Source: an optimization exercise on an open RTL-to-GDS flow (aim: small area, a short achievable clock period and few clock cycles). Production flows keep margins and buffers that such runs may drop. In this exercise RTL edits were held to simulation tests only and were not proved equivalent to the original. Power and IR drop assume default switching activity.

[design/flow/run.sh]
#!/bin/bash
# synth_recipe.tcl (not shown) runs the flow's synth.tcl, then flattens the netlist and writes it again
# the make line also repeats each setting of config.mk as NAME=value (left out here)
make -C /OpenROAD-flow-scripts/flow DESIGN_CONFIG=/design/flow/config.mk WORK_HOME=/design/flow/orfs CLKGATE_MAP_FILE= SYNTH_SCRIPT=/design/flow/synth_recipe.tcl finish
[design/flow/config.mk]
export PLATFORM = sky130hd
export DESIGN_NAME = udp_ipv4_header_builder_unit
export DESIGN_NICKNAME = udp_ipv4_header_builder_unit
export VERILOG_FILES = /design/flow/design.v
export SDC_FILE = /design/flow/constraint.sdc
export NUM_CORES = 4
export LEC_CHECK = 0
export ABC_CLOCK_PERIOD_IN_PS = 2200
export CAP_MARGIN = 20
export CORE_MARGIN = 2
export CORE_UTILIZATION = 60
export CTS_BUF_LIST = sky130_fd_sc_hd__clkbuf_8 sky130_fd_sc_hd__clkbuf_4
export CTS_CLUSTER_SIZE = 24
export SETUP_SLACK_MARGIN = 3.3
export SLEW_MARGIN = 20
[design/flow/constraint.sdc]
create_clock -name core_clock -period 6.0 [get_ports {clk}]
set_input_delay 1.2000 -clock core_clock [delete_from_list [all_inputs] [get_ports {clk}]]
set_output_delay 1.2000 -clock core_clock [all_outputs]
set_load 0.01 [all_outputs]
[design/flow/design.v]
package udpb_pkg;
  localparam logic [15:0] IP_VER_TOS = 16'h4500;
  localparam logic [15:0] IP_FLAGS   = 16'h4000;
  localparam logic [7:0]  PROTO_UDP  = 8'd17;
  localparam logic [15:0] LEN_BASE = 16'd28;
  localparam logic [15:0] SUM_BASE = 16'hFFE8;
  localparam logic [31:0] RST_SOURCE_ADDRESS      = 32'h0606_0600;
  localparam logic [31:0] RST_DESTINATION_ADDRESS = 32'h0;
  localparam logic [15:0] RST_SOURCE_PORT         = 16'd6666;
  localparam logic [15:0] RST_DESTINATION_PORT    = 16'd0;
  localparam logic [7:0]  RST_TIME_TO_LIVE        = 8'd50;
  function automatic logic [15:0] add16(input logic [15:0] a, input logic [15:0] b,
                                        input logic cin);
    logic [15:0] g;
    logic [15:0] p;
    logic [15:0] gg;
    logic [15:0] pp;
    logic [15:0] c;
    g  = a & b;
    p  = a ^ b;
    gg = g;
    pp = p;
    for (int l = 0; l < 4; l++) begin
      for (int i = 0; i < 16; i++) begin
        if (((i >> l) & 1) == 1) begin
          gg[i] = gg[i] | (pp[i] & gg[((i >> l) << l) - 1]);
          pp[i] = pp[i] & pp[((i >> l) << l) - 1];
        end
      end
    end
    c[0] = cin;
    for (int i = 1; i < 16; i++) c[i] = gg[i-1] | (pp[i-1] & cin);
    add16 = p ^ c;
  endfunction
  function automatic logic [15:0] oc_add(input logic [15:0] a, input logic [15:0] b);
    logic [15:0] g;
    logic [15:0] p;
    logic [15:0] gg;
    logic [15:0] pp;
    logic [15:0] c;
    g  = a & b;
    p  = a ^ b;
    gg = g;
    pp = p;
    for (int l = 0; l < 4; l++) begin
      for (int i = 0; i < 16; i++) begin
        if (((i >> l) & 1) == 1) begin
          gg[i] = gg[i] | (pp[i] & gg[((i >> l) << l) - 1]);
          pp[i] = pp[i] & pp[((i >> l) << l) - 1];
        end
      end
    end
    c[0] = gg[15];
    for (int i = 1; i < 16; i++) c[i] = gg[i-1] | (pp[i-1] & gg[15]);
    oc_add = p ^ c;
  endfunction
endpackage
module udpb_front
(
  input  logic        clk,
  input  logic        rst,
  input  logic        in_v,
  input  logic [7:0]  in_b,
  input  logic        in_last,
  input  logic        take,
  output logic        go,
  output logic        hold,
  output logic [15:0] job_sum,
  output logic [15:0] job_len,
  output logic        job_ovf
);
  logic [15:0] acc;
  logic [15:0] cnt;
  logic        odd;
  logic        ovf;
  logic        fresh;   
  logic [15:0] acc_b;
  logic [15:0] cnt_b;
  logic        odd_b;
  logic        ovf_b;
  logic        cnt_sat;
  assign go    = in_v & (~hold | take);
  assign acc_b = fresh ? udpb_pkg::SUM_BASE : acc;
  assign cnt_b = fresh ? udpb_pkg::LEN_BASE : cnt;
  assign odd_b = ~fresh & odd;
  assign ovf_b = ~fresh & ovf;
  assign cnt_sat = &cnt_b;
  always_ff @(posedge clk) begin
    if (go) begin
      acc <= udpb_pkg::oc_add(acc_b, odd_b ? {8'h00, in_b} : {in_b, 8'h00});
      cnt <= cnt_sat ? cnt_b : udpb_pkg::add16(cnt_b, 16'h0000, 1'b1);
      odd <= ~odd_b;
      ovf <= ovf_b | cnt_sat;
    end
  end
  always_ff @(posedge clk) begin
    if (rst) begin
      fresh <= 1'b1;
      hold  <= 1'b0;
    end else begin
      if (go) begin
        fresh <= in_last;
      end
      hold <= (go & in_last) | (hold & ~take);
    end
  end
  assign job_sum = acc;
  assign job_len = cnt;
  assign job_ovf = ovf;
endmodule
module udpb_back
(
  input  logic        clk,
  input  logic        rst,
  input  logic        cfg_write,
  input  logic [31:0] sa,
  input  logic [31:0] da,
  input  logic [15:0] sp,
  input  logic [15:0] dp,
  input  logic [7:0]  ttl,
  input  logic        hold,
  input  logic [15:0] job_sum,
  input  logic [15:0] job_len,
  input  logic        job_ovf,
  output logic        take,
  input  logic        pop,
  output logic        empty,
  output logic [21:0] result
);
  logic        busy;
  logic        pre;
  logic        dirty;
  logic [3:0]  k;
  logic        empty_r;
  logic [15:0] out_word;
  logic        out_lerr;
  logic        out_eoh;
  logic [15:0] blen;
  logic        bovf;
  logic [15:0] acc_ip;
  logic [15:0] acc_udp;
  logic [3:0]  nk;    
  logic        adv;
  logic        start_pre;
  logic [15:0] word;
  assign nk        = (k == 4'd13) ? 4'd0 : k + 4'd1;
  assign adv       = busy & (pre | empty_r | pop);
  assign take      = hold & ((~busy & ~dirty) | (adv & ~pre & (nk == 4'd13)));
  assign start_pre = ~busy & dirty;
  assign empty  = empty_r;
  assign result = {out_word, k, out_lerr, out_eoh};
  always_comb begin
    case (nk)
      4'd0:    word = udpb_pkg::IP_VER_TOS;
      4'd1:    word = blen;
      4'd2:    word = 16'h0000;
      4'd3:    word = udpb_pkg::IP_FLAGS;
      4'd4:    word = {ttl, udpb_pkg::PROTO_UDP};
      4'd5:    word = ~acc_ip;
      4'd6:    word = sa[31:16];
      4'd7:    word = sa[15:0];
      4'd8:    word = da[31:16];
      4'd9:    word = da[15:0];
      4'd10:   word = sp;
      4'd11:   word = dp;
      4'd12:   word = udpb_pkg::add16(blen, 16'hFFEC, 1'b0);
      default: word = (&acc_udp) ? 16'hFFFF : ~acc_udp;
    endcase
  end
  always_ff @(posedge clk) begin
    if (rst) begin
      busy    <= 1'b0;
      pre     <= 1'b0;
      dirty   <= 1'b1;
      empty_r <= 1'b1;
    end else begin
      if (take) begin
        busy <= 1'b1;
      end else if (start_pre) begin
        busy <= 1'b1;
        pre  <= 1'b1;
      end else if (adv & (nk == (pre ? 4'd10 : 4'd13))) begin
        busy <= 1'b0;
        pre  <= 1'b0;
      end
      if (cfg_write) begin
        dirty <= 1'b1;
      end else if (start_pre) begin
        dirty <= 1'b0;
      end
      if (adv) begin
        empty_r <= pre;
      end else if (pop) begin
        empty_r <= 1'b1;
      end
    end
  end
  always_ff @(posedge clk) begin
    if (start_pre) begin
      k <= 4'd3;
    end else if (adv) begin
      k <= (pre & (nk == 4'd10)) ? 4'd13 : nk;
    end
    if (take) begin
      blen    <= job_len;
      bovf    <= job_ovf;
    end
    if (adv) begin
      out_word <= word;
      out_lerr <= bovf;
      out_eoh  <= (nk == 4'd13);
    end
    if (adv) begin
      case (nk)
        4'd1, 4'd2, 4'd3, 4'd4, 4'd7, 4'd8, 4'd9, 4'd10:
          acc_ip <= udpb_pkg::oc_add(acc_ip, out_word);
        4'd5:    acc_ip <= out_word;   
        default: ;
      endcase
    end
    if (take) begin
      acc_udp <= {job_sum[0], job_sum[15:1]};
    end else if (adv) begin
      case (nk)
        4'd2, 4'd7, 4'd8, 4'd9, 4'd10, 4'd11, 4'd12:
          acc_udp <= udpb_pkg::oc_add(acc_udp, out_word);
        4'd3:    acc_udp <= {acc_udp[14:0], acc_udp[15]};
        default: ;
      endcase
    end
  end
endmodule
module udp_ipv4_header_builder_unit
(
  input  logic                   clk,
  input  logic                   rst,
  input  logic                   push,
  output logic                   full,
  input  logic [8:0]             item,
  output logic                   empty,
  input  logic                   pop,
  output logic [21:0]            result,
  input  logic                   cfg_write,
  input  logic [2:0]             cfg_index,
  input  logic [31:0]            cfg_data
);
  logic [31:0] sa;
  logic [31:0] da;
  logic [15:0] sp;
  logic [15:0] dp;
  logic [7:0]  ttl;
  logic        full_r;
  logic        in_v;
  logic [7:0]  in_b;
  logic        in_last;
  logic        accept;
  logic        go;
  logic        hold;
  logic        take;
  logic [15:0] job_sum;
  logic [15:0] job_len;
  logic        job_ovf;
  assign full   = full_r;
  assign accept = push & ~full_r;
  logic [31:0] wd0;   
  logic [31:0] wd1;   
  logic [4:0]  wen;
  assign wd0 = rst ? 32'h0 : cfg_data;
  assign wd1 = rst ? 32'hFFFF_FFFF : cfg_data;
  assign wen[0] = rst | (cfg_write & (cfg_index == 3'd0));
  assign wen[1] = rst | (cfg_write & (cfg_index == 3'd1));
  assign wen[2] = rst | (cfg_write & (cfg_index == 3'd2));
  assign wen[3] = rst | (cfg_write & (cfg_index == 3'd3));
  assign wen[4] = rst | (cfg_write & (cfg_index == 3'd4));
  function automatic logic [31:0] pick(input logic [31:0] rv, input logic [31:0] d0,
                                       input logic [31:0] d1);
    pick = (rv & d1) | (~rv & d0);
  endfunction
  logic [31:0] sa_d;
  logic [31:0] da_d;
  logic [31:0] sp_d;
  logic [31:0] dp_d;
  logic [31:0] ttl_d;
  assign sa_d  = pick(udpb_pkg::RST_SOURCE_ADDRESS, wd0, wd1);
  assign da_d  = pick(udpb_pkg::RST_DESTINATION_ADDRESS, wd0, wd1);
  assign sp_d  = pick(32'(udpb_pkg::RST_SOURCE_PORT), wd0, wd1);
  assign dp_d  = pick(32'(udpb_pkg::RST_DESTINATION_PORT), wd0, wd1);
  assign ttl_d = pick(32'(udpb_pkg::RST_TIME_TO_LIVE), wd0, wd1);
  always_ff @(posedge clk) begin
    if (wen[0]) sa  <= sa_d;
    if (wen[1]) da  <= da_d;
    if (wen[2]) sp  <= sp_d[15:0];
    if (wen[3]) dp  <= dp_d[15:0];
    if (wen[4]) ttl <= ttl_d[7:0];
  end
  always_ff @(posedge clk) begin
    if (rst) begin
      in_v   <= 1'b0;
      full_r <= 1'b0;
    end else begin
      in_v   <= accept | (in_v & ~go);
      full_r <= (accept | (in_v & ~go)) & ((go & in_last) | (hold & ~take));
    end
    if (accept) begin
      in_b    <= item[8:1];
      in_last <= item[0];
    end
  end
  udpb_front u_front (
    .clk     (clk),
    .rst     (rst),
    .in_v    (in_v),
    .in_b    (in_b),
    .in_last (in_last),
    .take    (take),
    .go      (go),
    .hold    (hold),
    .job_sum (job_sum),
    .job_len (job_len),
    .job_ovf (job_ovf)
  );
  udpb_back u_back (
    .clk       (clk),
    .rst       (rst),
    .cfg_write (cfg_write),
    .sa        (sa),
    .da        (da),
    .sp        (sp),
    .dp        (dp),
    .ttl       (ttl),
    .hold      (hold),
    .job_sum   (job_sum),
    .job_len   (job_len),
    .job_ovf   (job_ovf),
    .take      (take),
    .pop       (pop),
    .empty     (empty),
    .result    (result)
  );
endmodule
==> results of run 1 <==
## worst register-to-register path, stage by stage, from the launching register on
cell,delay [ns]
dfxtp_4,0.39
nor2b_4,0.24
buf_4,0.16
and2_1,0.16
ha_1,0.28
inv_2,0.08
nor2_1,0.08
a221oi_4,0.38
nand4_1,0.32
a2111oi_2,0.43
nor3_1,0.10
xor2_1,0.15
## final cells by class
type,instances,area [um^2]
sequential,226,6680
multi-input combinational,800,6220
fill,1189,4010
timing repair buffer,199,1910
clock buffer,57,722
tap,270,338
inverter,33,151
clock inverter,13,70.1
timing repair inverter,2,13.8
## cells in the final DEF (no fill, tap or decap), drive strengths merged, types with 6 or more instances in the layout
cell	Yosys	layout
nor3b	6	6
o21ai	62	62
clkinv	0	10
ha	55	55
dfxtp	12	12
mux2i	10	10
a21oi	85	85
nand2b	9	10
a221oi	26	26
nor2	73	73
o211ai	8	8
buf	16	124
a32oi	9	9
nand2	100	100
and2	25	25
nor2b	52	52
o21bai	7	8
nor4	6	6
clkbuf	32	57
a222oi	6	6
and3	15	15
nand3	27	27
inv	33	34
xnor2	23	23
nand4	8	8
a211oi	8	8
clkdlybuf4s50	0	47
a31oi	17	17
or2	29	29
a21o	13	13
nor3	16	16
a31o	6	6
xor2	20	20
a22oi	13	13
edfxtp	214	214
dlygate4sd2	0	20
## sequential cells by signal (all words and copies together) (netlist names), 8 cells and up
register / cells
da: 32
dp: 16
in_b: 8
sa: 32
sp: 16
ttl: 8
u_back.acc_ip: 16
u_back.acc_udp: 16
u_back.blen: 16
u_back.out_word: 16
u_front.acc: 16
u_front.cnt: 16
## cell usage after synthesis, types with 6 or more instances
master	number
nor3_1	15
nand2b_1	9
buf_1	7
a22oi_1	13
mux2i_1	10
nor2_1	72
nor4_1	6
nand3_1	26
nor3b_1	6
or2_2	29
a31oi_1	17
nand4_1	8
nand2_1	100
nor2b_1	52
inv_1	32
a21o_1	13
xnor2_1	23
o21bai_1	7
edfxtp_1	214
and2_1	25
clkbuf_1	31
a211oi_1	8
ha_1	55
a222oi_1	6
dfxtp_1	12
o21ai_0	58
a21oi_1	85
a32oi_1	9
o211ai_1	8
and3_1	15
xor2_1	20
a221oi_1	23
a31o_2	6
## logic make-up after synthesis
| family | after synthesis | share of synthesized area, % |
|---|---|---|
| compound gates | 299 | 16.4 |
| buf+inv | 81 | 2.70 |
| xor+xnor | 43 | 3.08 |
| flops | 226 | 54.5 |
| mux | 15 | 1.28 |
| fa+ha+maj | 58 | 6.11 |
| simple gates | 382 | 16.0 |
## repair_timing
action | 4_1_cts | 5_1_grt
resized for setup | 110 | 109
cloned | 10 | 0
setup buffers | 61 | 46
endpoints found under the setup margin | 192 | 61
pin swaps | 21 | 48
## worst paths after layout
kind | from | endpoint | slack (ns) | depth (start not counted)
max | u_front.fresh | u_front.acc[6] | 2.97 | 11
min | u_back.bovf | u_back.out_lerr | 0.43 | 0
max reg2reg | u_front.fresh | u_front.acc[6] | 2.97 | 11
min reg2reg | u_back.bovf | u_back.out_lerr | 0.43 | 0
## metrics by stage
step | area [um^2] | worst slack, ns
final | 16100 | 2.97
after global routing | 16100 | 2.84
after CTS | 15200 | 3.13
after detailed placement | 13400 | 1.96
after global placement | 13400 | 2.01
after floorplan | 12500 | 3.01
## power groups by stage
stage               Sequential (uW)  Combinational (uW)  Clock [uW]
finish                         2330                2990        1420
global route                   2340                3190        1500
CTS                            2320                2440        1420
detailed placement             2380                2020           0
global placement               2380                1980           0
floorplan                      2240                1490           0
## routing by layer
metal	GRT usage (%)	share of wire, %
met1	47.1	38
met2	53.1	46
met3	8.48	11
met4	16.4	4.9
met5	0	0
==> impl_metrics.py, run 1 <==
metrics = {
    "run_status": {
        "status": "timing/DRC/antenna clean",
    },
    "setup_path": {
        "crit_fanout": 7,
        "critical-path-max-stage-delay_ns": 0.43,
        "end_kind": "flop",
        "path_cells": "nor2b_4 > buf_4 > and2_1 > ha_1 > inv_2 > nor2_1 > a221oi_4 > nand4_1 > a2111oi_2 > nor3_1 > xor2_1",
        "criticalPathCategory": "flop to flop",
        "timing.critical_path.arrival_ns": 3.33,
        "timing.critical_path.from_type": "flop",
        "worstPathRequired_ns": 6.30,
        "critical_path.n_buffers_inverters": 2,
        "critical-path-slowest-cell": "a2111oi_2",
        "crit_family": "simple AND/OR/NAND/NOR gates",
    },
    "yosys": {
        "synth_top_area_share_pct": 52.5,
        "netlist_top_cells_area": "edfxtp_1 (52%), ha_1 (5.6%), a21oi_1 (3.5%), nand2_1 (3.1%), nor2b_1 (2.7%)",
        "synth-warning-count": 3,
        "total_of_flip_flops_plus_latches_after_synthesis": 226,
        "synth-edff-count": 214,
        "synth-async-reset-ratio_pct": 0,
        "post_synth.cell_area_avg_um2": 11.1,
        "ys_seq_area_share_pct": 54.5,
        "post_synthesis_instance_area_um2": 12200,
        "netlist-cell-type-count": 72,
        "synth_cells": 1104,
        "cell_taking_the_most_area_after_synthesis": "edfxtp_1",
        "most_used_flip_flop_cell_after_synthesis": "edfxtp_1",
        "syn-num-nets": 1211,
    },
    "clocking": {
        "cts.htree.levels": 2,
        "cts-root-buf": "clkbuf_8",
        "cts_buffers": 40,
        "clk_path_buf_depth": 3,
        "post_cts_hold_buffer_count": 0,
        "cts_tree": "done",
        "cts.reportedPaths.clkPinSlew_ns": 0.06,
        "cts_sinks": 226,
        "clk-insertion-delay-late_ns": 0.56,
    },
    "worst_hold_path": {
        "timing.hold.worst.class": "flop to flop",
    },
    "detailed_routing": {
        "post_drt_wl_per_cell_um": 24.1,
        "dr.first_iter.drc_count": 1220,
        "dr.pass1.iters": 7,
        "vias_per_cell": 6.49,
        "routed_wl_um": 38600,
        "drt_drc_violations_left": 0,
        "vias": 10400,
        "postRouteAntennaNets": 0,
    },
    "placed_design": {
        "post_detail_place_hpwl_um": 23700,
        "routabilityCongestion": 0.959,
        "buffer_ports.inserted": 72,
        "numPlacedInstances": 1413,
    },
    "power_and_ir_drop": {
        "share_comb_of_total_power_pct": 44.4,
        "p_leak_uw": 0.00595,
        "p_sw_uw": 2490,
        "ir_worst_vdd_mv": 0.211,
        "power.clock.fraction_pct": 21.1,
        "p_sw_share_pct": 36.9,
        "power_report.internal_total_uw": 4250,
        "pwr_density_cell_nw_per_um2": 419,
        "post-layout-total-power_uw": 6740,
        "seq_power_share_pct": 34.5,
    },
    "sta": {
        "layout_worst_path_cycle_share_pct": 50.6,
        "clock-skew-final_ns": 0.0145,
        "max_freq_mhz": 329,
        "max_slew.worst_pin.slew_ns": 1.25,
        "timing_hold_violations_final": 0,
        "final-setup-viol-count": 0,
        "fin_worst_hold_slack_ns": 0.434,
        "total_negative_slack_ns": 0,
        "report.final.slew_viol_count": 0,
        "max-slew-margin-rel_pct": 15.7,
        "final_period_minus_worst_setup_slack_ns": 3.03,
        "rsz0062_at_grt": "true",
    },
    "grt": {
        "grt_use_total_pct": 34.7,
        "grt_start_max_net_pins": 58,
        "antenna_found_initial": 1,
        "wire_length_of_the_first_global_routing_pass_um": 56500,
        "grt-ovfl-total": 0,
        "grt_pass1_vias": 9803,
    },
    "flow_run": {
        "maximum_capacitance_violations": 0,
    },
    "cells_and_area": {
        "layout-drive-gt1-share_pct": 29.0,
        "syn2layout_area_growth_pct": 31.5,
        "finalCoreUtilization_pct": 80.1,
        "fin_nets": 1409,
        "antenna_cells": 0,
        "layoutNonFillerInstCount": 1600,
    },
    "floorplan": {
        "floorplan.io_pins": 73,
        "core_area_um2": 20100,
        "design.die.area_um2": 21600,
        "die_x_um": 147,
        "initial_util_pct": 60.9,
        "placementRows": 52,
        "die-height_um": 147,
    },
}
Testbench counts, summed over its fixed seeds: cycles 55,014.
==> run 2: changes to the inputs <==
==> design/flow/config.mk (replaced) <==
export PLATFORM = sky130hd
export DESIGN_NAME = udp_ipv4_header_builder_unit
export DESIGN_NICKNAME = udp_ipv4_header_builder_unit
export VERILOG_FILES = /design/flow/design.v
export SDC_FILE = /design/flow/constraint.sdc
export NUM_CORES = 4
export LEC_CHECK = 0
export ABC_CLOCK_PERIOD_IN_PS = 1600
export CAP_MARGIN = 20
export CORE_MARGIN = 2
export CORE_UTILIZATION = 40
export SETUP_SLACK_MARGIN = 3.5
export SLEW_MARGIN = 20
==> run 2 against run 1 <==
Cell area increased by 6.6%; clock skew up 0.019 ns; sequential power about the same; utilization decreased by 24 points; combinational power rose by 13%; flip-flop and latch count unchanged; wire length rose by 4.0%; worst hold slack better by 0.0083 ns; synthesized cell count unchanged; critical path depth grew 1; highest routed layer unchanged.
==> impl_metrics.py, run 2 <==
metrics = {
    "worst_hold_path": {
        "timing.hold.worst.class": "flop to flop",
        "holdPathStages": 0,
    },
    "cells_and_area": {
        "fillCellCount": 2430,
        "multiInputGateArea_um2": 6620,
        "layout-drive-gt1-share_pct": 34.3,
        "layout_common_cells": "edfxtp_1 (214), buf_4 (116), nand2_1 (88)",
        "storage_cell_area_um2": 6680,
        "mostFrequentLayoutCell": "edfxtp_1",
        "syn2layout_area_growth_pct": 40.2,
        "top_regs": "da: 32 flops, sa: 32 flops",
        "postLayoutCellArea_um2": 17200,
        "antenna_cells": 0,
        "fin_nets": 1439,
    },
    "placed_design": {
        "buffer_ports.inserted": 72,
        "postPlaceCellArea_um2": 13600,
        "routabilityCongestion": 0.949,
        "pre_cts_ws_ns": 1.92,
        "post_detail_place_hpwl_um": 24700,
    },
    "detailed_routing": {
        "routed_wl_um": 40200,
        "post_drt_wl_per_cell_um": 23.0,
        "dr.first_iter.drc_count": 1193,
        "drt_drc_violations_left": 0,
        "vias_per_cell": 5.90,
        "dr.pass1.iters": 7,
        "vias": 10300,
        "postRouteAntennaNets": 0,
    },
    "setup_path": {
        "end_kind": "flop",
        "worstPathRequired_ns": 6.28,
        "timing.critical_path.arrival_ns": 3.12,
        "timing.critical_path.from_type": "flop",
        "reg2reg_depth": 12,
        "criticalPathCategory": "flop to flop",
        "crit_fanout": 6,
    },
    "yosys": {
        "netlist-cell-type-count": 72,
        "most_common_cell_in_the_netlist": "edfxtp_1",
        "most_used_flip_flop_cell_after_synthesis": "edfxtp_1",
        "syn-num-nets": 1211,
        "synth_top_family_by_area": "compound AO/OA/AOI/OAI gates",
        "cell_taking_the_most_area_after_synthesis": "edfxtp_1",
        "ys_seq_area_share_pct": 54.5,
        "synth-warning-count": 3,
        "muxShareOfSynthArea_pct": 1.28,
        "total_of_flip_flops_plus_latches_after_synthesis": 226,
        "commonest_cells_in_the_netlist": "edfxtp_1 (214), nand2_1 (100), a21oi_1 (85)",
        "synth_fa_ha_area_share_pct": 6.11,
        "synth_top_area_share_pct": 52.5,
        "netlist_top_cells_area": "edfxtp_1 (52%), ha_1 (5.6%), a21oi_1 (3.5%), nand2_1 (3.1%), nor2b_1 (2.7%)",
        "post_synthesis_instance_area_um2": 12200,
        "synth_xor_xnor_area_share_pct": 3.08,
        "post_synth.cell_area_avg_um2": 11.1,
        "synth-async-reset-ratio_pct": 0,
        "synth_cells": 1104,
        "synth_simple_gate_area_share_pct": 16.0,
        "synth-edff-count": 214,
        "synth_compound_area_share_pct": 16.4,
    },
    "sta": {
        "max-slew-margin-rel_pct": 47.8,
        "timing_hold_violations_final": 0,
        "fin_worst_hold_slack_ns": 0.442,
        "total_negative_slack_ns": 0,
        "rsz0062_at_grt": "true",
        "final_period_minus_worst_setup_slack_ns": 2.85,
        "max_freq_mhz": 351,
        "post-route-worst-setup-slack_ns": 3.15,
        "report.final.slew_viol_count": 0,
        "max_slew.worst_pin.slew_ns": 0.780,
        "final-setup-viol-count": 0,
        "clock-skew-final_ns": 0.0331,
        "layout_worst_path_cycle_share_pct": 47.5,
    },
    "floorplan": {
        "die-height_um": 179,
        "placementRows": 64,
        "design.die.area_um2": 32000,
        "floorplan.io_pins": 73,
        "die_x_um": 179,
        "initial_util_pct": 40.3,
        "core_area_um2": 30300,
    },
    "clocking": {
        "clk_path_buf_depth": 3,
        "cts.reportedPaths.clkPinSlew_ns": 0.06,
        "post_cts_hold_buffer_count": 0,
        "cts_tree": "done",
        "cts_buffers": 26,
        "cts-root-buf": "clkbuf_16",
        "cts_sinks": 226,
        "cts.htree.levels": 1,
        "clk-insertion-delay-late_ns": 0.56,
    },
    "grt": {
        "grt_start_max_net_pins": 58,
        "grt_pass1_vias": 9756,
        "grt_use_total_pct": 24.4,
        "wire_length_of_the_first_global_routing_pass_um": 58500,
        "grt-ovfl-total": 0,
        "antenna_found_initial": 0,
    },
    "flow_run": {
        "maximum_capacitance_violations": 0,
    },
    "power_and_ir_drop": {
        "pwr_density_cell_nw_per_um2": 431,
        "p_leak_uw": 0.00626,
        "ir_worst_vdd_mv": 0.256,
        "post-layout-total-power_uw": 7400,
    },
    "run_status": {
        "status": "timing/DRC/antenna clean",
    },
}
[run 2: cell families after synthesis]
logic type               Yosys count
buffers and inverters             81
adder cells (fa/ha/maj)           58
AND/OR/NAND/NOR                  382
AO/OA/AOI/OAI                    299
flip-flops                       226
multiplexers                      15
XOR/XNOR                          43
[run 2: timing repair]
item	CTS	global route
pin swaps	41	72
endpoints found under the setup margin	218	126
gates cloned	10	0
buffers inserted	103	50
gates resized for setup	238	120
[run 2: final cells by class]
cell class	count	share of cell area, %
inverter	33	0.911
clock inverter	13	1.17
timing repair buffer	242	13.4
tap	396	2.89
clock buffer	34	4.02
multi-input combinational	801	38.6
timing repair inverter	2	0.0875
sequential	226	38.9
[run 2: worst paths after layout]
path	start	endpoint	slack [ns]
hold / removal	u_back.bovf	u_back.out_lerr	0.44
hold reg to reg	u_back.bovf	u_back.out_lerr	0.44
setup / recovery	u_front.fresh	u_front.acc[1]	3.15
setup reg to reg	u_front.fresh	u_front.acc[1]	3.15
[run 2: layer usage]
metal | wire length [um] | share of wire [%] | GRT usage, %
met2 | 18400 | 46 | 38.7
met1 | 16900 | 42 | 34.3
met5 | 0 | 0 | 0
met4 | 1470 | 3.7 | 8.40
met3 | 3390 | 8.4 | 3.31
[run 2: metrics by stage]
stage          util (%)  instances
2_1_floorplan         -       1104
3_3_place_gp       44.9       1537
3_5_place_dp       44.9       1537
4_1_cts            53.5       1697
5_1_grt            56.6       1747
6_report           56.6       1747
[run 2: critical path, stage by stage (launching register included)]
cell and delay [ns]:
dfxtp_4 0.39, nor2b_4 0.23, buf_6 0.13, and2_4 0.14, ha_4 0.21, a21o_1 0.18
a21o_1 0.19, a221oi_4 0.27, buf_4 0.16, a21o_1 0.12, nand2_2 0.08, fa_2 0.34
xor2_1 0.16
[run 2: power breakdown]
group,internal (uW),switching [uW]
clock,1020,654
sequential,2100,256
combinational,1620,1750
total,4740,2660
==> run 3: changes to the inputs <==
--- a/design/flow/design.v
+++ b/design/flow/design.v
@@ -84,3 +84,3 @@
   assign cnt_b = fresh ? udpb_pkg::LEN_BASE : cnt;
-  assign odd_b = ~fresh & odd;
+  assign odd_b = odd;   
   assign ovf_b = ~fresh & ovf;
@@ -91,3 +91,2 @@
       cnt <= cnt_sat ? cnt_b : udpb_pkg::add16(cnt_b, 16'h0000, 1'b1);
-      odd <= ~odd_b;
       ovf <= ovf_b | cnt_sat;
@@ -99,2 +98,3 @@
       hold  <= 1'b0;
+      odd   <= 1'b0;
     end else begin
@@ -102,2 +102,3 @@
         fresh <= in_last;
+        odd   <= ~odd & ~in_last;
       end
--- a/design/flow/config.mk
+++ b/design/flow/config.mk
@@ -7,3 +7,3 @@
 export LEC_CHECK = 0
-export ABC_CLOCK_PERIOD_IN_PS = 1600
+export ABC_CLOCK_PERIOD_IN_PS = 2200
 export CAP_MARGIN = 20
@@ -11,3 +11,3 @@
 export CORE_UTILIZATION = 40
-export SETUP_SLACK_MARGIN = 3.5
+export SETUP_SLACK_MARGIN = 2.9
 export SLEW_MARGIN = 20
==> run 3 against run 2 <==
Total power is 19% lower; cell area is 16% lower; highest routed layer unchanged; count of clock-buffer cells in the layout is 2 lower; worst hold slack worse by 0.0056 ns; largest cell class unchanged; still clean; first-iteration DRC count is 22% lower; synthesized area is 0.37% higher; utilization is 8.9 points lower; sequential power hardly changed; global-route usage is 3.1 points lower; die area is 0.36% higher; largest power group is now sequential cells.
==> impl_metrics.py, run 3 <==
metrics = {
    "grt": {
        "grt_pass1_vias": 8803,
        "grt_use_total_pct": 21.3,
        "grt_start_max_net_pins": 58,
        "antenna_found_initial": 0,
        "grt-ovfl-total": 0,
        "wire_length_of_the_first_global_routing_pass_um": 51700,
    },
    "sta": {
        "max-slew-margin-rel_pct": 35.6,
        "layout_worst_path_cycle_share_pct": 50.1,
        "max_slew.worst_pin.slew_ns": 0.965,
        "clock-skew-final_ns": 0.0380,
        "max_freq_mhz": 333,
        "final_period_minus_worst_setup_slack_ns": 3.01,
        "report.final.slew_viol_count": 0,
        "rsz0062_at_grt": "false",
        "timing_hold_violations_final": 0,
        "fin_worst_hold_slack_ns": 0.436,
        "final-setup-viol-count": 0,
        "total_negative_slack_ns": 0,
    },
    "yosys": {
        "synth_top_area_share_pct": 52.1,
        "most_common_cell_in_the_netlist": "edfxtp_1",
        "cell_taking_the_most_area_after_synthesis": "edfxtp_1",
        "syn-num-nets": 1217,
        "synth_cells": 1110,
        "netlist-cell-type-count": 75,
        "commonest_cells_in_the_netlist": "edfxtp_1 (213), a21oi_1 (91), nand2_1 (85)",
        "post_synthesis_instance_area_um2": 12300,
        "post_synth.cell_area_avg_um2": 11.1,
        "most_used_flip_flop_cell_after_synthesis": "edfxtp_1",
        "synth-edff-count": 213,
        "netlist_top_cells_area": "edfxtp_1 (52%), ha_1 (5.6%), a21oi_1 (3.7%), nor2b_1 (3.4%), nand2_1 (2.6%)",
        "ys_seq_area_share_pct": 54.2,
        "synth-warning-count": 3,
        "total_of_flip_flops_plus_latches_after_synthesis": 226,
        "synth-async-reset-ratio_pct": 0,
    },
    "setup_path": {
        "timing.critical_path.arrival_ns": 3.28,
        "criticalPathCategory": "flop to flop",
        "critical_path.reg2reg.startpoint": "u_front.fresh",
        "crit_fanout": 37,
        "worstPathRequired_ns": 6.28,
        "startpoint": "u_front.fresh",
        "end_kind": "flop",
        "timing.critical_path.from_type": "flop",
    },
    "power_and_ir_drop": {
        "pwr_density_cell_nw_per_um2": 414,
        "ir_worst_vdd_mv": 0.172,
        "p_leak_uw": 0.00522,
        "post-layout-total-power_uw": 6000,
    },
    "clocking": {
        "cts_tree": "done",
        "post_cts_hold_buffer_count": 0,
        "clk-insertion-delay-late_ns": 0.55,
        "cts_buffers": 25,
        "cts_sinks": 226,
        "cts.reportedPaths.clkPinSlew_ns": 0.06,
        "clk_path_buf_depth": 3,
        "cts.htree.levels": 1,
        "cts-root-buf": "clkbuf_16",
    },
    "flow_run": {
        "maximum_capacitance_violations": 0,
    },
    "placed_design": {
        "numPlacedInstances": 1550,
        "buffer_ports.inserted": 72,
        "routabilityCongestion": 0.873,
        "post_detail_place_hpwl_um": 23900,
    },
    "floorplan": {
        "floorplan.io_pins": 73,
        "core_area_um2": 30400,
        "die_x_um": 179,
        "design.die.area_um2": 32100,
        "initial_util_pct": 40.4,
        "die-height_um": 179,
        "placementRows": 64,
    },
    "cells_and_area": {
        "layout_common_cells": "edfxtp_1 (213), a21oi_1 (88), nand2_1 (85)",
        "fin_nets": 1300,
        "layout-drive-gt1-share_pct": 11.4,
        "mostFrequentLayoutCell": "edfxtp_1",
        "syn2layout_area_growth_pct": 18.1,
        "top_regs": "da: 32 flops, sa: 32 flops",
        "layoutNonFillerInstCount": 1609,
        "finalCoreUtilization_pct": 47.7,
    },
    "detailed_routing": {
        "postRouteAntennaNets": 0,
        "routed_wl_um": 34200,
        "drt_drc_violations_left": 0,
        "dr.pass1.iters": 5,
        "dr.first_iter.drc_count": 934,
        "post_drt_wl_per_cell_um": 21.3,
        "vias": 9248,
        "vias_per_cell": 5.75,
    },
    "worst_hold_path": {
        "holdCritStartpoint": "u_front.ovf",
        "timing.hold.worst.class": "flop to flop",
    },
    "run_status": {
        "status": "timing/DRC/antenna clean",
    },
}
-- run 3: area by class of cell --
type	instances	area [um^2]
Clock inverter	14	114
Inverter	29	120
Multi-Input combinational cell	808	5470
Tap cell	396	495
Clock buffer	32	672
Timing Repair Buffer	103	972
Sequential cell	226	6660
Fill cell	2777	15900
Antenna cell	1	2.50
-- run 3: worst paths after layout --
kind	to	depth (start not counted)	slack, ns
setup / recovery	u_front.acc[1]	10	2.99
hold / removal	u_back.bovf	0	0.44
setup reg to reg	u_front.acc[1]	10	2.99
hold reg to reg	u_back.bovf	0	0.44
-- run 3: worst max-delay path: stages, from the launching register on --
cell and delay [ns]:
dfxtp_1 0.32, buf_12 0.17, or2_2 0.33, ha_4 0.27
and3_1 0.21, a21boi_0 0.15, or4_4 0.51, nand3_4 0.14
inv_2 0.06, fa_1 0.42, xor2_1 0.15
-- run 3: repair_timing --
action / CTS / global route
setup buffers: 1 / 10
pin swaps: 2 / 4
endpoints found under the setup margin: 85 / 65
hold endpoints to repair: 0 / 0
gates resized for setup: 20 / 12
gates cloned: 1 / 0
-- run 3: where the power goes --
group / internal, uW / total [uW] / leakage (uW) / switching, uW
Clock: 839 / 1470 / 0.000383 / 633
Sequential: 2090 / 2360 / 0.00214 / 263
Combinational: 902 / 2170 / 0.00269 / 1270
Total: 3840 / 6000 / 0.00522 / 2170
-- run 3: cell families after synthesis --
| group | count (synthesis) | share of synthesized area (%) |
|---|---|---|
| multiplexers | 12 | 0.988 |
| AO/OA/AOI/OAI | 312 | 16.8 |
| adder cells (fa/ha/maj) | 58 | 6.09 |
| flip-flops | 226 | 54.2 |
| XOR/XNOR | 48 | 3.48 |
| AND/OR/NAND/NOR | 377 | 15.9 |
| buffers and inverters | 77 | 2.55 |
-- run 3: metrics by stage --
stage / setup WS, ns / instance area [um^2]
after floorplan: 2.90 / 12300
after global placement: 1.65 / 13500
after detailed placement: 1.52 / 13500
after CTS: 2.88 / 14400
after global routing: 2.90 / 14500
final: 2.99 / 14500
-- run 3: routing by layer --
layer	wire length (um)	up-vias	GRT usage, %
met5	0	-	0
met4	880	0	6.12
met3	2640	70	3.52
met2	15500	352	33.5
met1	15200	4459	30.3
li1	-	4367	-
Testbench counts of run 3, summed over its fixed seeds: cycles 55,014.
==> run 4: changes to the inputs <==
--- a/design/flow/config.mk
+++ b/design/flow/config.mk
@@ -11,2 +11,4 @@
 export CORE_UTILIZATION = 40
+export CTS_CLUSTER_DIAMETER = 80
+export CTS_CLUSTER_SIZE = 40
 export SETUP_SLACK_MARGIN = 2.9
==> run 4 against run 3 <==
Cell count decreased by 1.2%; utilization down 0.60 points; critical path depth did not move; worst setup slack gained 0.0067 ns; cell area decreased by 1.3%; sequential share of layout area grew 0.59 points; register-to-register slack about the same; synthesized area did not move; worst hold slack improved by 0.0015 ns; die area did not move; non-clock buffer count rose by 2; via count shrank 0.71%.
==> impl_metrics.py, run 4 <==
metrics = {
    "setup_path": {
        "reg2reg_depth": 10,
        "crit_fanout": 37,
        "crit-reg2reg-capture": "u_front.acc[1]",
        "timing.critical_path.arrival_ns": 3.27,
        "path_cells": "buf_12 > or2_2 > ha_4 > a21oi_2 > o21ai_1 > or4_4 > nand3_4 > inv_2 > fa_1 > xor2_1",
        "worstPathRequired_ns": 6.27,
        "critical_path.reg2reg.startpoint": "u_front.fresh",
        "criticalPathCategory": "flop to flop",
        "timing.critical_path.from_type": "flop",
        "critical-path-max-stage-delay_ns": 0.54,
        "end_kind": "flop",
        "critical-path-slowest-cell": "or4_4",
        "worst-r2r-setup-slack_ns": 3.00,
    },
    "grt": {
        "wire_length_of_the_first_global_routing_pass_um": 51200,
        "grt_pass1_vias": 8639,
        "grt_use_total_pct": 21.1,
        "antenna_found_initial": 0,
        "grt_start_max_net_pins": 58,
        "grt-ovfl-total": 0,
    },
    "yosys": {
        "synth_top_area_share_pct": 52.1,
        "synth-edff-count": 213,
        "netlist_top_cells_area": "edfxtp_1 (52%), ha_1 (5.6%), a21oi_1 (3.7%), nor2b_1 (3.4%), nand2_1 (2.6%)",
        "netlist-cell-type-count": 75,
        "syn-num-nets": 1217,
        "post_synthesis_instance_area_um2": 12300,
        "most_common_cell_in_the_netlist": "edfxtp_1",
        "synth-async-reset-ratio_pct": 0,
        "total_of_flip_flops_plus_latches_after_synthesis": 226,
        "cell_taking_the_most_area_after_synthesis": "edfxtp_1",
        "ys_seq_area_share_pct": 54.2,
        "most_used_flip_flop_cell_after_synthesis": "edfxtp_1",
        "post_synth.cell_area_avg_um2": 11.1,
        "synth-warning-count": 3,
        "synth_cells": 1110,
        "commonest_cells_in_the_netlist": "edfxtp_1 (213), a21oi_1 (91), nand2_1 (85)",
    },
    "sta": {
        "final-setup-viol-count": 0,
        "rsz0062_at_grt": "true",
        "layout_worst_path_cycle_share_pct": 50.0,
        "post-route-worst-setup-slack_ns": 3.00,
        "max-slew-margin-rel_pct": 34.4,
        "fin_worst_hold_slack_ns": 0.438,
        "timing_hold_violations_final": 0,
        "clock-skew-final_ns": 0.0355,
        "report.final.slew_viol_count": 0,
        "max_slew.worst_pin.slew_ns": 0.984,
        "final_period_minus_worst_setup_slack_ns": 3.00,
        "total_negative_slack_ns": 0,
        "max_freq_mhz": 333,
    },
    "cells_and_area": {
        "layout-drive-gt1-share_pct": 11.0,
        "mostFrequentLayoutCell": "edfxtp_1",
        "antenna_cells": 0,
        "layout_common_cells": "edfxtp_1 (213), a21oi_1 (87), nand2_1 (85)",
        "top_regs": "da: 32 flops, sa: 32 flops",
        "fin_nets": 1292,
        "syn2layout_area_growth_pct": 16.6,
    },
    "floorplan": {
        "core_area_um2": 30400,
        "placementRows": 64,
        "initial_util_pct": 40.4,
        "floorplan.io_pins": 73,
        "design.die.area_um2": 32100,
        "die-height_um": 179,
        "die_x_um": 179,
    },
    "detailed_routing": {
        "dr.first_iter.drc_count": 1021,
        "drt_drc_violations_left": 0,
        "vias": 9182,
        "routed_wl_um": 34000,
        "vias_per_cell": 5.78,
        "postRouteAntennaNets": 0,
        "dr.pass1.iters": 6,
        "post_drt_wl_per_cell_um": 21.4,
    },
    "worst_hold_path": {
        "timing.hold.worst.class": "flop to flop",
        "holdPathStages": 0,
        "holdCritStartpoint": "u_front.ovf",
        "min_delay_worst_endpoint": "u_back.bovf",
    },
    "run_status": {
        "status": "timing/DRC/antenna clean",
    },
    "clocking": {
        "cts_sinks": 226,
        "clk_path_buf_depth": 3,
        "cts.reportedPaths.clkPinSlew_ns": 0.11,
        "cts.htree.levels": 1,
        "post_cts_hold_buffer_count": 0,
        "cts-root-buf": "clkbuf_16",
        "clk-insertion-delay-late_ns": 0.52,
        "cts_buffers": 15,
        "cts_tree": "done",
    },
    "power_and_ir_drop": {
        "pwr_density_cell_nw_per_um2": 401,
        "power_report.internal_total_uw": 3530,
        "p_leak_uw": 0.00511,
        "ir_worst_vdd_mv": 0.190,
        "seq_power_share_pct": 41.0,
        "p_sw_share_pct": 38.5,
        "power.clock.fraction_pct": 21.2,
        "p_sw_uw": 2210,
        "share_comb_of_total_power_pct": 37.8,
    },
    "placed_design": {
        "pre_cts_ws_ns": 1.52,
        "buffer_ports.inserted": 72,
        "post_detail_place_hpwl_um": 23900,
        "routabilityCongestion": 0.873,
    },
    "flow_run": {
        "maximum_capacitance_violations": 0,
    },
}
## run 4: cell counts after synthesis
No cell type changed its count.
## run 4: worst max path at each step
stage / start / endpoint / slack, ns / cells after the start
4_1_cts: pop / u_back.acc_udp[14] / 2.87 / 9
2_1_floorplan: u_front.fresh / u_front.acc[1] / 2.90 / 11
6_report: u_front.fresh / u_front.acc[1] / 3.00 / 10
3_3_place_gp: pop / u_back.acc_udp[14] / 1.65 / 9
5_1_grt: u_back.out_word[6] / u_back.acc_ip[1] / 2.81 / 9
3_5_place_dp: pop / u_back.acc_udp[14] / 1.52 / 9
## run 4: critical path, delay by kind of cell, from the launching register on
family	cells	cell delay, ns
buffers and inverters	2	0.22
XOR/XNOR	1	0.15
flip-flops	1	0.35
adder cells (fa/ha/maj)	2	0.70
AO/OA/AOI/OAI	2	0.32
AND/OR/NAND/NOR	3	1.01
## run 4: metrics by stage
step / power [uW] / util, % / instances / cell area (um^2)
global placement: 4410 / 44.2 / 1550 / 13500
floorplan: 3760 / - / 1110 / 12300
finish: 5740 / 47.1 / 1589 / 14300
detailed placement: 4450 / 44.2 / 1550 / 13500
global route: 6080 / 47.1 / 1589 / 14300
CTS: 5690 / 46.6 / 1577 / 14200
## run 4: per-layer routing
| layer | vias up | wire (um) | GRT usage (%) |
|---|---|---|---|
| met3 | 62 | 2510 | 3.50 |
| met5 | - | 0 | 0 |
| met1 | 4404 | 15200 | 30.2 |
| met2 | 366 | 15600 | 33.2 |
| li1 | 4350 | - | - |
| met4 | 0 | 730 | 5.61 |
## run 4: area by class of cell
type,count,area (um^2)
Inverter,29,121
Clock buffer,15,375
Clock inverter,10,219
Timing Repair Buffer,105,987
Tap cell,396,495
Sequential cell,226,6660
Multi-Input combinational cell,808,5470
Fill cell,2784,16100
## run 4: cells by family after synthesis
group	count (synthesis)	synth area share (%)
DFF	226	54.2
xor gates and xnor gates	48	3.48
AOI/OAI and AO/OA	312	16.8
muxes	12	0.988
buffers and inverters	77	2.55
and+or+nand+nor	377	15.9
adders and majority gates	58	6.09
## run 4: power by group through the flow
| stage | sequential [uW] | combinational (uW) | clock (uW) |
|---|---|---|---|
| 5_1_grt | 2370 | 2410 | 1300 |
| 6_report | 2350 | 2170 | 1220 |
| 4_1_cts | 2350 | 2090 | 1250 |
| 2_1_floorplan | 2240 | 1510 | 0 |
| 3_5_place_dp | 2380 | 2060 | 0 |
| 3_3_place_gp | 2380 | 2030 | 0 |
## run 4: timing repair
item                       in CTS  in global routing
hold endpoints to repair        0                  0
gates cloned                    1                  0
setup endpoints to repair      88                 63
gates resized for setup        21                 13
pin swaps                       2                  4
buffers inserted                1                 12
==> run 5: changes to the inputs <==
--- a/design/flow/config.mk
+++ b/design/flow/config.mk
@@ -11,4 +11,4 @@
 export CORE_UTILIZATION = 40
-export CTS_CLUSTER_DIAMETER = 80
-export CTS_CLUSTER_SIZE = 40
+export CTS_CLUSTER_DIAMETER = 60
+export CTS_CLUSTER_SIZE = 32
 export SETUP_SLACK_MARGIN = 2.9
==> run 5 against run 4 <==
Still clean; count of clock-buffer cells in the layout rose by 8; synthesized cell count did not move; sequential share of layout area fell by 0.90 points; synthesized area did not move; first-iteration DRC count fell by 15%; via count rose by 1.1%; combinational power barely moved; critical path type is now flop to output pin.
==> impl_metrics.py, run 5 <==
metrics = {
    "yosys": {
        "netlist-cell-type-count": 75,
        "most_common_cell_in_the_netlist": "edfxtp_1",
        "total_of_flip_flops_plus_latches_after_synthesis": 226,
        "syn-num-nets": 1217,
        "synth-warning-count": 3,
        "synth-edff-count": 213,
        "post_synth.cell_area_avg_um2": 11.1,
        "netlist_top_cells_area": "edfxtp_1 (52%), ha_1 (5.6%), a21oi_1 (3.7%), nor2b_1 (3.4%), nand2_1 (2.6%)",
        "commonest_cells_in_the_netlist": "edfxtp_1 (213), a21oi_1 (91), nand2_1 (85)",
        "cell_taking_the_most_area_after_synthesis": "edfxtp_1",
        "post_synthesis_instance_area_um2": 12300,
        "most_used_flip_flop_cell_after_synthesis": "edfxtp_1",
        "synth-async-reset-ratio_pct": 0,
        "synth_top_area_share_pct": 52.1,
        "ys_seq_area_share_pct": 54.2,
        "synth_cells": 1110,
    },
    "clocking": {
        "cts.reportedPaths.clkPinSlew_ns": 0.07,
        "cts_buffers": 23,
        "cts_sinks": 226,
        "post_cts_hold_buffer_count": 0,
        "cts-root-buf": "clkbuf_16",
        "clk-insertion-delay-late_ns": 0.55,
        "cts.htree.levels": 1,
        "cts_tree": "done",
        "clk_path_buf_depth": 3,
    },
    "cells_and_area": {
        "antenna_cells": 0,
        "mostFrequentLayoutCell": "edfxtp_1",
        "fillCellCount": 2768,
        "syn2layout_area_growth_pct": 18.9,
        "top_regs": "da: 32 flops, sa: 32 flops",
        "layout-drive-gt1-share_pct": 12.3,
        "layout_common_cells": "edfxtp_1 (213), a21oi_1 (87), nand2_1 (85)",
        "fin_nets": 1305,
    },
    "floorplan": {
        "die-height_um": 179,
        "core_area_um2": 30400,
        "die_x_um": 179,
        "design.die.area_um2": 32100,
        "floorplan.io_pins": 73,
        "initial_util_pct": 40.4,
        "placementRows": 64,
    },
    "run_status": {
        "status": "timing/DRC/antenna clean",
    },
    "placed_design": {
        "routabilityCongestion": 0.873,
        "post_detail_place_hpwl_um": 23900,
        "buffer_ports.inserted": 72,
    },
    "detailed_routing": {
        "drt_drc_violations_left": 0,
        "vias": 9279,
        "dr.pass1.iters": 6,
        "postRouteAntennaNets": 0,
        "post_drt_wl_per_cell_um": 21.2,
        "routed_wl_um": 34200,
        "vias_per_cell": 5.76,
        "dr.first_iter.drc_count": 867,
    },
    "power_and_ir_drop": {
        "p_leak_uw": 0.00527,
        "post-layout-total-power_uw": 6100,
        "pwr_density_cell_nw_per_um2": 418,
        "ir_worst_vdd_mv": 0.196,
    },
    "grt": {
        "grt_start_max_net_pins": 58,
        "grt-ovfl-total": 0,
        "grt_use_total_pct": 21.2,
        "wire_length_of_the_first_global_routing_pass_um": 51400,
        "grt_pass1_vias": 8734,
        "antenna_found_initial": 0,
    },
    "sta": {
        "final-setup-viol-count": 0,
        "report.final.slew_viol_count": 0,
        "fin_worst_hold_slack_ns": 0.444,
        "timing_hold_violations_final": 0,
        "final_period_minus_worst_setup_slack_ns": 3.00,
        "total_negative_slack_ns": 0,
        "max-slew-margin-rel_pct": 35.0,
        "max_slew.worst_pin.slew_ns": 0.975,
        "clock-skew-final_ns": 0.0381,
        "layout_worst_path_cycle_share_pct": 50.1,
        "max_freq_mhz": 333,
        "rsz0062_at_grt": "false",
    },
    "flow_run": {
        "maximum_capacitance_violations": 0,
    },
    "setup_path": {
        "path_cells": "buf_6 > clkdlybuf4s50_1",
        "timing.critical_path.arrival_ns": 1.80,
        "crit_fanout": 46,
        "critical-path-max-stage-delay_ns": 0.63,
        "worstPathRequired_ns": 4.80,
        "criticalPathCategory": "flop to output pin",
        "timing.critical_path.from_type": "flop",
        "worst-r2r-setup-slack_ns": 3.00,
        "end_kind": "output pin",
        "crit_family": "buffers and inverters",
        "critical-path-slowest-cell": "clkdlybuf4s50_1",
        "critical_path.n_buffers_inverters": 2,
    },
    "worst_hold_path": {
        "timing.hold.worst.class": "flop to flop",
    },
}
==> run 5: cell counts after synthesis <==
No cell type changed its count.
==> run 5: where the power goes <==
group	internal, uW	switching [uW]
clock network	835	712
registers	2090	258
logic	919	1280
==> run 5: worst paths after layout <==
kind                                     from             end  depth (start not counted)
worst max register to register  u_front.fresh  u_front.acc[1]                         10
worst min-delay path              u_front.ovf     u_back.bovf                          0
worst min register to register    u_front.ovf     u_back.bovf                          0
worst max-delay path              u_back.k[2]       result[4]                          2
==> run 5: worst reg2reg max path, stage by stage, from the launching register on <==
cell and delay, ns:
dfxtp_1 0.33, buf_12 0.18, or2_2 0.34, ha_4 0.27, and3_1 0.19, a21boi_0 0.15
or4_4 0.51, nand3_4 0.13, inv_1 0.09, fa_1 0.43, xor2_1 0.15
==> run 5: layer usage <==
| metal | vias up | track usage [%] | part of all wire [%] |
|---|---|---|---|
| met1 | 4480 | 30.0 | 45 |
| met4 | 0 | 5.71 | 2.1 |
| met2 | 357 | 33.1 | 45 |
| met5 | - | 0 | 0 |
| met3 | 63 | 4.28 | 8.0 |
| li1 | 4379 | - | - |
==> run 5: repair_timing <==
| item | 4_1_cts | 5_1_grt |
|---|---|---|
| pin swaps | 2 | 3 |
| cloned | 1 | 0 |
| endpoints found under the setup margin | 86 | 64 |
| setup buffers | 1 | 17 |
| resized for setup | 20 | 15 |
==> run 5: layout make-up <==
cell class                      instances  area (um^2)  share of cell area (%)
Multi-Input combinational cell        808         5490                    37.6
Sequential cell                       226         6660                    45.6
Tap cell                              396          495                    3.39
Clock buffer                           23          576                    3.94
Inverter                               29          120                   0.822
Clock inverter                         19          241                    1.65
Timing Repair Buffer                  110         1020                    7.02
==> run 5: cell families (layout without fill, tap and decap cells) <==
kind of cell / after synthesis / in the layout / synth area share (%)
compound gates: 312 / 312 / 16.8
xor+xnor: 48 / 48 / 3.48
fa+ha+maj: 58 / 58 / 6.09
buf+inv: 77 / 181 / 2.55
flops: 226 / 226 / 54.2
mux: 12 / 12 / 0.988
simple gates: 377 / 378 / 15.9
==> run 5: stage by stage <==
step | setup slack (ns) | cell area [um^2] | utilization, % | cells
after floorplan | 2.90 | 12300 | - | 1110
after global placement | 1.65 | 13500 | 44.2 | 1550
after detailed placement | 1.52 | 13500 | 44.2 | 1550
after CTS | 2.85 | 14400 | 47.3 | 1594
after global routing | 2.89 | 14600 | 48.0 | 1611
final | 3.00 | 14600 | 48.0 | 1611
==> run 6: changes to the inputs <==
--- a/design/flow/design.v
+++ b/design/flow/design.v
@@ -84,3 +84,3 @@
   assign cnt_b = fresh ? udpb_pkg::LEN_BASE : cnt;
-  assign odd_b = odd;   
+  assign odd_b = ~fresh & odd;
   assign ovf_b = ~fresh & ovf;
@@ -91,2 +91,3 @@
       cnt <= cnt_sat ? cnt_b : udpb_pkg::add16(cnt_b, 16'h0000, 1'b1);
+      odd <= ~odd_b;
       ovf <= ovf_b | cnt_sat;
@@ -98,3 +99,2 @@
       hold  <= 1'b0;
-      odd   <= 1'b0;
     end else begin
@@ -102,3 +102,2 @@
         fresh <= in_last;
-        odd   <= ~odd & ~in_last;
       end
--- a/design/flow/config.mk
+++ b/design/flow/config.mk
@@ -11,5 +11,3 @@
 export CORE_UTILIZATION = 40
-export CTS_CLUSTER_DIAMETER = 60
-export CTS_CLUSTER_SIZE = 32
-export SETUP_SLACK_MARGIN = 2.9
+export SETUP_SLACK_MARGIN = 3.1
 export SLEW_MARGIN = 20
==> run 6 against run 5 <==
Worst setup slack better by 0.095 ns; synthesized area shrank 0.37%; cell count grew 1.4%; worst hold slack worse by 0.0087 ns; die area fell by 0.36%; clock power hardly changed; flip-flop and latch count did not move; global-route usage grew 1.6 points; sequential share of layout area shrank 1.6 points; still clean; largest power group unchanged; critical endpoint is now u_front.acc[6]; combinational power grew 6%; synthesized cell count fell by 0.54%; highest routed layer unchanged; first-iteration DRC count is 21% higher.
==> impl_metrics.py, run 6 <==
metrics = {
    "cells_and_area": {
        "mostFrequentLayoutCell": "edfxtp_1",
        "antenna_cells": 0,
        "syn2layout_area_growth_pct": 23.9,
        "layoutNonFillerInstCount": 1633,
        "fillCellCount": 2657,
        "layout_common_cells": "edfxtp_1 (214), nand2_1 (97), a21oi_1 (78)",
        "multiInputGateArea_um2": 5740,
        "fin_nets": 1326,
        "top_regs": "da: 32 flops, sa: 32 flops",
        "storage_cell_area_um2": 6680,
        "layout-drive-gt1-share_pct": 18.5,
    },
    "placed_design": {
        "routabilityCongestion": 0.904,
        "numPlacedInstances": 1541,
        "pre_cts_ws_ns": 1.97,
        "buffer_ports.inserted": 72,
        "post_detail_place_hpwl_um": 24700,
    },
    "sta": {
        "max_slew.worst_pin.slew_ns": 0.895,
        "report.final.slew_viol_count": 0,
        "final_period_minus_worst_setup_slack_ns": 2.91,
        "final-setup-viol-count": 0,
        "fin_worst_hold_slack_ns": 0.436,
        "total_negative_slack_ns": 0,
        "rsz0062_at_grt": "true",
        "post-route-worst-setup-slack_ns": 3.09,
        "max-slew-margin-rel_pct": 39.8,
        "timing_hold_violations_final": 0,
        "clock-skew-final_ns": 0.0279,
        "layout_worst_path_cycle_share_pct": 48.5,
        "max_freq_mhz": 344,
    },
    "floorplan": {
        "design.die.area_um2": 32000,
        "placementRows": 64,
        "core_area_um2": 30300,
        "die_x_um": 179,
        "die-height_um": 179,
        "floorplan.io_pins": 73,
        "initial_util_pct": 40.3,
    },
    "setup_path": {
        "crit_top_cell": "buf_4",
        "crit-reg2reg-capture": "u_front.acc[6]",
        "crit_fanout": 6,
        "worst-r2r-setup-slack_ns": 3.09,
        "critical-path-max-stage-delay_ns": 0.42,
        "timing.critical_path.arrival_ns": 3.17,
        "reg2reg_depth": 12,
        "worstPathRequired_ns": 6.26,
        "timing.critical_path.from_type": "flop",
        "criticalPathCategory": "flop to flop",
        "critical-path-slowest-cell": "a2111oi_4",
        "path_cells": "buf_4 > buf_4 > buf_4 > nor2b_2 > ha_2 > a21oi_1 > o21ai_2 > a221oi_4 > nand4_1 > a2111oi_4 > nor3_2 > xor2_1",
        "critical_path.reg2reg.startpoint": "u_front.fresh",
        "end_kind": "flop",
    },
    "yosys": {
        "ys_seq_area_share_pct": 54.5,
        "total_of_flip_flops_plus_latches_after_synthesis": 226,
        "syn-num-nets": 1211,
        "synth-async-reset-ratio_pct": 0,
        "synth-warning-count": 3,
        "most_common_cell_in_the_netlist": "edfxtp_1",
        "netlist_top_cells_area": "edfxtp_1 (52%), ha_1 (5.6%), a21oi_1 (3.5%), nand2_1 (3.1%), nor2b_1 (2.7%)",
        "synth_top_area_share_pct": 52.5,
        "most_used_flip_flop_cell_after_synthesis": "edfxtp_1",
        "synth_cells": 1104,
        "synth-edff-count": 214,
        "commonest_cells_in_the_netlist": "edfxtp_1 (214), nand2_1 (100), a21oi_1 (85)",
        "post_synthesis_instance_area_um2": 12200,
        "post_synth.cell_area_avg_um2": 11.1,
        "cell_taking_the_most_area_after_synthesis": "edfxtp_1",
        "netlist-cell-type-count": 72,
    },
    "worst_hold_path": {
        "timing.hold.worst.class": "flop to flop",
        "min_delay_worst_endpoint": "u_back.out_lerr",
        "holdCritStartpoint": "u_back.bovf",
        "holdPathStages": 0,
    },
    "clocking": {
        "clk_path_buf_depth": 3,
        "post_cts_hold_buffer_count": 0,
        "clk-insertion-delay-late_ns": 0.54,
        "cts_buffers": 25,
        "cts_tree": "done",
        "cts_sinks": 226,
        "cts.reportedPaths.clkPinSlew_ns": 0.06,
        "cts-root-buf": "clkbuf_16",
        "cts.htree.levels": 1,
    },
    "power_and_ir_drop": {
        "ir_worst_vdd_mv": 0.192,
        "p_leak_uw": 0.00548,
        "pwr_density_cell_nw_per_um2": 413,
    },
    "grt": {
        "grt_start_max_net_pins": 34,
        "antenna_found_initial": 0,
        "grt_pass1_vias": 8968,
        "grt_use_total_pct": 22.8,
        "wire_length_of_the_first_global_routing_pass_um": 54300,
        "grt-ovfl-total": 0,
    },
    "detailed_routing": {
        "dr.pass1.iters": 5,
        "met3RoutedLength_um": 2950,
        "vias_per_cell": 5.84,
        "drt_drc_violations_left": 0,
        "dr.first_iter.drc_count": 1049,
        "vias": 9543,
        "post_drt_wl_per_cell_um": 22.8,
        "wl_met2_um": 16900,
        "topRoutingLayerUsed": "met4",
        "routed_wl_um": 37200,
        "drt-met1-wl_um": 16200,
        "postRouteAntennaNets": 0,
    },
    "flow_run": {
        "maximum_capacitance_violations": 0,
    },
    "run_status": {
        "status": "timing/DRC/antenna clean",
    },
}
[run 6: cell count changes in the layout (fill, tap and decap cells not counted), moves of 8 or more]
| cell | before | now |
|---|---|---|
| ha_2 | 0 | 8 |
| buf_4 | 34 | 50 |
| ha_1 | 50 | 37 |
| a211oi_1 | 17 | 7 |
| nand2_1 | 85 | 97 |
| nor2b_1 | 67 | 45 |
| xor2_1 | 29 | 20 |
| a221oi_1 | 11 | 22 |
| a22oi_1 | 22 | 13 |
| a21oi_1 | 87 | 78 |
[run 6: stage by stage]
step / power [uW] / utilization (%) / area [um^2]
floorplan: 3720 / - / 12400
global placement: 4390 / 44.5 / 13500
detailed placement: 4430 / 44.5 / 13500
CTS: 6130 / 48.7 / 14800
global route: 6580 / 50.0 / 15200
finish: 6260 / 50.0 / 15200
[run 6: cells by family after synthesis]
kind of cell	count (synthesis)	share of synthesized area, %
buf+inv	81	2.70
mux	15	1.28
fa+ha+maj	58	6.11
simple gates	382	16.0
flops	226	54.5
compound gates	299	16.4
xor+xnor	43	3.08
[run 6: timing repair]
item / CTS / global route
endpoints found under the setup margin: 87 / 70
cloned: 4 / 1
buffers inserted: 25 / 17
gates resized for setup: 43 / 61
pin swaps: 10 / 23
[run 6: how the worst max path moves through the flow]
stage,startpoint,to,slack [ns],cells past startpoint
after floorplan,pop,u_back.acc_udp[2],3.01,10
after global routing,u_front.fresh,u_front.acc[6],2.95,10
after detailed placement,pop,u_back.acc_udp[7],1.97,10
after global placement,pop,u_back.acc_udp[7],2.03,10
after CTS,u_back.out_word[9],result[15],3.01,2
final,u_front.fresh,u_front.acc[6],3.09,12
[run 6: per-layer routing]
metal | global-route usage [%] | vias to the layer above
met2 | 35.7 | 422
met3 | 4.18 | 69
met1 | 32.2 | 4624
met5 | 0 | -
li1 | - | 4428
met4 | 6.78 | 0
[run 6: area by class of cell]
| type | count | share of cell area (%) |
|---|---|---|
| flip-flops and latches | 226 | 44.0 |
| multi-input cells | 800 | 37.8 |
| repair buffers | 132 | 8.33 |
| clock buffers | 32 | 4.63 |
| well taps | 396 | 3.27 |
| inverters | 33 | 0.957 |
| clock inverters | 13 | 0.940 |
| repair inverters | 1 | 0.0412 |
[run 6: power by group]
group	switching, uW	internal (uW)
Clock	631	951
Combinational	1320	1010
Sequential	258	2100
[run 6: worst max-delay path, delay by kind of cell (launching register included)]
kind                       cells  cell delay, ns
and+or+nand+nor                3            0.39
adders and majority gates      1            0.22
xor gates and xnor gates       1            0.16
DFF                            1            0.41
AOI/OAI and AO/OA              4            1.04
buffers and inverters          3            0.41
Testbench counts of run 6, summed over its fixed seeds: cycles 55,014.

## afterwards: timing with drivers on the ports
How much do the figures lean on ideal ports? The routed layouts below were timed once more, with nothing changed but the port constraints. Step 1, drivers: a clkbuf_16 drives clk and a buf_2 each remaining input, both assumed. Step 2 also shifts input and output timing later by t, the mid clock arrival at the registers, as if the neighbouring blocks saw the same clock. Slacks: ideal ports / drivers / drivers and shift; pairs: ideal ports / drivers.
run	t (ns)	slack for setup (ns)	slew at the worst register clock pin (ns)
run 1	0.595	2.965 / 2.965 / 2.800	0.07 / 0.07
run 2	0.593	3.151 / 3.151 / 3.034	0.07 / 0.07
run 3	0.583	2.994 / 2.958 / 2.477	0.07 / 0.07
run 4	0.555	3.001 / 2.967 / 2.532	0.13 / 0.13
run 5	0.579	2.997 / 2.944 / 2.449	0.08 / 0.08
run 6	0.578	3.091 / 3.068 / 2.610	0.07 / 0.07
After both steps setup and hold are still met in every run listed. The setup slack of run 5, which loses most, moves by -0.053 ns with the drivers and by -0.548 ns with both steps.
